From an optimization exercise on the open Yosys and OpenROAD flow, aimed at small area and a short achievable clock period; shortcuts taken in it are not production practice.
RTL that was checked went through simulation tests only; none was proved equivalent to the original.
Power and IR drop assume default switching activity.

Setup of xenon:
// simd_unit
module simd_unit (
    input  logic       clk,
    input  logic       rstn,
    input  logic       holdn,
    input  logic [31:0] ra,
    input  logic [31:0] rb,
    input  logic [3:0]  lane_op,
    input  logic [2:0]  red_op,
    input  logic       is_unsigned,
    input  logic       sat,
    input  logic       wen,
    input  logic [31:0] bpv,
    input  logic [1:0] bp,
    output logic [31:0] result,
    output logic       result_valid
);
Size in the first run: ~140 I/O pins, ~22000 um2 of cells after synthesis.
export LEC_CHECK = 0
export ABC_AREA = 1
export CAP_MARGIN = 20
export CORE_MARGIN = 2
export CORE_UTILIZATION = 40
export SETUP_SLACK_MARGIN = 3.5
export SLEW_MARGIN = 20
export TNS_END_PERCENT = 30
create_clock -name core_clock -period 10.0 [get_ports {clk}]
standard.sh (not shown) runs the stock make flow with config.mk's settings and CLKGATE_MAP_FILE= SYNTH_SCRIPT=/design/flow/synth_recipe.tcl, a recipe that flattens the netlist after the stock synthesis.
==> flow/flow/run.sh <==
#!/bin/bash
# The standard layout with two changes:
#  - plain buffers on the ports (buffer_ports otherwise picks a large
#    delay-cell buffer for every input and output);
#  - after the standard synthesis, polarity.py re-chooses the polarity of
#    the full-adder cells so that fewer inverters sit between them.
# Each step's full output goes to its own log file here.
set -euo pipefail
export BUFFER_PORTS_ARGS="-buffer_cell sky130_fd_sc_hd__buf_1"
R=orfs/results/sky130hd/simd_unit/base
bash standard.sh synth > synth.log 2>&1
cp $R/1_2_yosys.v $R/1_2_yosys.std.v
python3 flow/polarity.py $R/1_2_yosys.std.v $R/1_2_yosys.v > polarity.log 2>&1
rm -f $R/1_synth.odb $R/1_synth.sdc
bash standard.sh > layout.log 2>&1
Other scripts of this flow, unchanged in this note and not shown: flow/flow/polarity.py
The final layout from xenon, which completed every stage, passed the timing, DRC and antenna checks at the end of the flow.
--- input diff xenon..cedar ---
- SETUP_SLACK_MARGIN now 3, was 3.5
- TNS_END_PERCENT now 100, was 30
--- outcome ---
- Setup slack in cedar is smaller than in xenon.
- Final period demand of the worst path: cedar and xenon compared, lower one is xenon
- Clock tree buffer count of the final layout: cedar vs xenon down 1
- Comparing xenon with cedar, the clock skew came out essentially unchanged.
- Compared with xenon, cedar shows cell area lower by 1200 um2.
- The post-synthesis to final-layout area growth reported for cedar is smaller than that of xenon by 5.3 points.
Edits applied to the flow inputs when going from cedar to tundra:
- ABC_AREA: 1 -> 0
- SETUP_SLACK_MARGIN: 3 -> 3.5
Results
Run comparison: tundra endpoint of the worst setup timing path g_lane[3].u_lane_alu.lane_res[15]; cedar endpoint of the worst setup timing path g_lane[1].u_lane_alu.lane_res[15]. Compared tundra vs cedar, and core utilization is up in tundra. When tundra is set beside cedar, its final-layout fill cell count turns out to be 3.6% smaller. tundra against cedar: share of cell area taken by multi-input logic gates saw an increase, final instance area increased by 16% relative to the old numbers.
Changes in onyx relative to tundra:
- swapping 0 for 1 in ABC_AREA
Notes after the runs:
onyx vs tundra: wire length on met1 down in onyx
In onyx, number of antenna violations at the first check in global routing is lower than in tundra.
Die area delta (onyx − tundra): favourable
Looking at combinational power share across onyx and tundra, the one that comes out higher is tundra.
Compared with tundra, in onyx largest stage delay on the critical path now larger, count of clock-buffer cells in the layout saw an increase, die width decreased about 2.2%.

* * *

Another version of the RTL of simd_unit (not shown whole).
Settings: LEC_CHECK=0, ABC_AREA=1, CAP_MARGIN=20, CORE_MARGIN=2, CORE_UTILIZATION=40, SETUP_SLACK_MARGIN=3, SLEW_MARGIN=20, TNS_END_PERCENT=100; clock period 10.0 ns.
==> flow/flow/run.sh <==
#!/bin/bash
# The standard layout with three changes:
#  - plain buffers on the ports (buffer_ports otherwise picks a large
#    delay-cell buffer for every input and output);
#  - after the standard synthesis, polarity.py re-chooses the polarity of
#    the full-adder cells so that fewer inverters sit between them;
#  - the logic between adders and registers is then mapped again by ABC
#    with area-oriented mapping (remap.abc); adder cells, registers and
#    their names are kept as the standard synthesis made them.
# Each step's full output goes to its own log file here.
set -euo pipefail
export BUFFER_PORTS_ARGS="-buffer_cell sky130_fd_sc_hd__buf_1"
R=orfs/results/sky130hd/simd_unit/base
O=orfs/objects/sky130hd/simd_unit/base
L=orfs/logs/sky130hd/simd_unit/base
LIB=$FLOW_HOME/platforms/sky130hd/lib/sky130_fd_sc_hd__tt_025C_1v80.lib
bash standard.sh synth > synth.log 2>&1
cp $R/1_2_yosys.v $R/1_2_yosys.std.v
python3 flow/polarity.py $R/1_2_yosys.std.v $R/1_2_yosys.pol.v > polarity.log 2>&1
# the standard synthesis's own abc call, with the area-oriented script
ABCLINE=$(grep -m1 "^abc -script" $L/1_2_yosys.log | sed "s#-script [^ ]*#-script $PWD/flow/remap.abc#")
cat > remap.ys <<EOT
read_liberty -ignore_miss_func $LIB
read_verilog $R/1_2_yosys.pol.v
hierarchy -top $FLOW_TOP
blackbox sky130_fd_sc_hd__fa_1 sky130_fd_sc_hd__fa_2 sky130_fd_sc_hd__fa_4 sky130_fd_sc_hd__ha_1 sky130_fd_sc_hd__ha_2 sky130_fd_sc_hd__ha_4 sky130_fd_sc_hd__edfxtp_1 sky130_fd_sc_hd__dfxtp_1 sky130_fd_sc_hd__dfrtp_1 sky130_fd_sc_hd__conb_1
flatten
opt_clean
$ABCLINE
setundef -zero
splitnets
opt_clean -purge
hilomap -singleton -hicell sky130_fd_sc_hd__conb_1 HI -locell sky130_fd_sc_hd__conb_1 LO
insbuf -buf sky130_fd_sc_hd__buf_4 A X
opt_clean -purge
tee -o remap_stat.txt stat -liberty $LIB
check
write_verilog -noattr -nohex -nodec $R/1_2_yosys.v
EOT
yosys -s remap.ys > remap.log 2>&1
rm -f $R/1_synth.odb $R/1_synth.sdc
bash standard.sh > layout.log 2>&1
==> flow/flow/remap.abc <==
strash
dch
map -a
topo
stime -c
buffer -c
upsize -c
dnsize -c
Other scripts of this flow, unchanged in this note and not shown: flow/flow/polarity.py
The first run finished with timing, DRC and antenna clean.
Change:
==> flow/flow/run.sh (replaced) <==
#!/bin/bash
# The standard layout with two changes:
#  - plain buffers on the ports (buffer_ports otherwise picks a large
#    delay-cell buffer for every input and output);
#  - after the standard synthesis, polarity.py re-chooses the polarity of
#    the full-adder cells so that fewer inverters sit between them.
# Each step's full output goes to its own log file here.
set -euo pipefail
export BUFFER_PORTS_ARGS="-buffer_cell sky130_fd_sc_hd__buf_1"
R=orfs/results/sky130hd/simd_unit/base
bash standard.sh synth > synth.log 2>&1
cp $R/1_2_yosys.v $R/1_2_yosys.std.v
python3 flow/polarity.py $R/1_2_yosys.std.v $R/1_2_yosys.v > polarity.log 2>&1
rm -f $R/1_synth.odb $R/1_synth.sdc
bash standard.sh > layout.log 2>&1
--- a/flow/config.mk
+++ b/flow/config.mk
@@ -12 +12,2 @@
-export SETUP_SLACK_MARGIN = 3
+export CTS_BUF_LIST = sky130_fd_sc_hd__clkbuf_4 sky130_fd_sc_hd__clkbuf_8
+export SETUP_SLACK_MARGIN = 2.5
removed: flow/flow/remap.abc
After rerunning: Sequential cell count does not change; design area decreases by 3.3%; fmax stays flat; utilization is lower by 2.9 points; global-route usage went down by 1.1 points; setup slack got worse by 0.0072 ns; routed wire length goes down by 2.9%.

* * *

Setup of v6:
Another version of the RTL of simd_unit (not shown whole).
For scale: about 2900 cells after synthesis, about 180 flip-flops, about 140 I/O pins, ~25000 um^2 of cells after synthesis.
Settings: LEC_CHECK=0, CAP_MARGIN=20, CORE_MARGIN=2, CORE_UTILIZATION=40, SETUP_SLACK_MARGIN=3, SLEW_MARGIN=20, TNS_END_PERCENT=100; clock period 10.0 ns.
run.sh (not shown) runs the stock make flow with config.mk's settings and CLKGATE_MAP_FILE= SYNTH_SCRIPT=/design/flow/synth_recipe.tcl, a recipe that flattens the netlist after the stock synthesis.
Stock flow here: none of the scripts above is used.
Modified inputs, v7 compared to v6
Settings: SETUP_SLACK_MARGIN removed (was 3); TNS_END_PERCENT removed (was 100).
--- outcome ---
Side by side, first-iteration DRC count turned out lower in v7 than in v6. A topmost layer with routed signal wires of met4 is what v7 shows, while met5 belongs to v6. The antenna cell count reported for v7 is greater than that of v6 by 1. On v7: post-route standard cell area excluding fillers is about 8% lower than what v6 gave. Sort v6 and v7 by number of resized instances in the post-cts repair step desc -> top: v6. Changes observed in v7 relative to v6: maximum number of pins on one net before global-route repair higher; worst hold slack roughly the same; share of the clock period used by the worst path higher; critical path depth lower.
No run of this note included a check of the RTL's function; only the layout flow was run.

* * *

simd_unit, a different RTL version from the one above (not shown whole).
For scale: about 2900 cells after synthesis, about 180 flip-flops, roughly 140 I/O pins, about 0.022 mm2 of cells after synthesis.
export LEC_CHECK = 0
export ABC_AREA = 1
export CAP_MARGIN = 20
export CORE_MARGIN = 2
export CORE_UTILIZATION = 40
export SETUP_SLACK_MARGIN = 5
export SLEW_MARGIN = 20
export TNS_END_PERCENT = 100
create_clock -name core_clock -period 10.0 [get_ports {clk}]
Next try:
==> flow/flow/run.sh (new file) <==
#!/bin/bash
# The standard layout, with plain buffers on the ports: buffer_ports
# otherwise picks a large delay-cell buffer for every input and output.
set -euo pipefail
export BUFFER_PORTS_ARGS="-buffer_cell sky130_fd_sc_hd__buf_1"
bash standard.sh > standard.log 2>&1
==> flow/standard.sh (new file) <==
#!/bin/bash
# synth_recipe.tcl (not shown) runs the flow's synth.tcl, then flattens the netlist and writes it again
# the make line also repeats each setting of config.mk as NAME=value (left out here)
make -C /OpenROAD-flow-scripts/flow DESIGN_CONFIG=/design/flow/config.mk WORK_HOME=/design/flow/orfs CLKGATE_MAP_FILE= SYNTH_SCRIPT=/design/flow/synth_recipe.tcl "${@:-finish}"
--- a/flow/config.mk
+++ b/flow/config.mk
@@ -12 +12 @@
-export SETUP_SLACK_MARGIN = 5
+export SETUP_SLACK_MARGIN = 3
removed: flow/run.sh
Outcome: Global-route usage shrinks by 2.6 points. Utilization shrinks by 12 points. Count of clock-buffer cells in the layout does not change. Area after synthesis is unchanged. Routed wire length shrinks by 13%. Worst hold slack loses 0.0094 ns.
Next try:
==> flow/run.sh (new file) <==
#!/bin/bash
# synth_recipe.tcl (not shown) runs the flow's synth.tcl, then flattens the netlist and writes it again
# the make line also repeats each setting of config.mk as NAME=value (left out here)
make -C /OpenROAD-flow-scripts/flow DESIGN_CONFIG=/design/flow/config.mk WORK_HOME=/design/flow/orfs CLKGATE_MAP_FILE= SYNTH_SCRIPT=/design/flow/synth_recipe.tcl finish
--- a/flow/config.mk
+++ b/flow/config.mk
@@ -11 +11 @@
-export CORE_UTILIZATION = 40
+export CORE_UTILIZATION = 60
removed: flow/flow/run.sh
removed: flow/standard.sh
Outcome: Routed wire length increases slightly. Utilization came out higher by 25 points. Global-route usage came out higher by 12 points. Die area is lower by a quarter to a third.

[separate check: timing with driven ports]
The results above use ideal ports. As a check the final layouts listed here were re-extracted and re-timed, cells and wires unchanged.
Step 1 assumes that a clkbuf_16 drives the clock port and a buf_2 every other input.
Step 2 moves the port delays by t, midway between the first and last clock arrival at a register: inputs arrive t later, outputs are due t later. That takes back most of the time a late clock gives input paths.
a / b / c = no drivers / after step 1 / after step 2; a / b = the first two.
run | t (ns) | setup slack, ns | cell pins on the clock port's net
xenon | 0.550 | 3.579 / 3.515 / 2.964 | 1
cedar | 0.552 | 3.285 / 3.303 / 2.751 | 1
tundra | 0.564 | 3.473 / 3.392 / 2.828 | 1
onyx | 0.555 | 3.660 / 3.592 / 3.037 | 1
the first run of note 2 | 0.544 | 2.878 / 2.878 / 2.670 | 1
the second run of note 2 | 0.601 | 2.871 / 2.899 / 2.297 | 1
v6 | 0.557 | 2.939 / 2.939 / 2.508 | 1
v7 | 0.556 | 1.458 / 1.458 / 1.436 | 1
the first run of note 4 | 0.563 | 2.856 / 2.856 / 2.856 | 1
the second run of note 4 | 0.559 | 2.764 / 2.764 / 2.697 | 1
the third run of note 4 | 0.526 | 2.501 / 2.501 / 2.501 | 1
After both steps setup and hold are still met in every run listed. For tundra, which loses most, drivers alone change the setup slack by -0.081 ns; drivers and shift together by -0.645 ns.
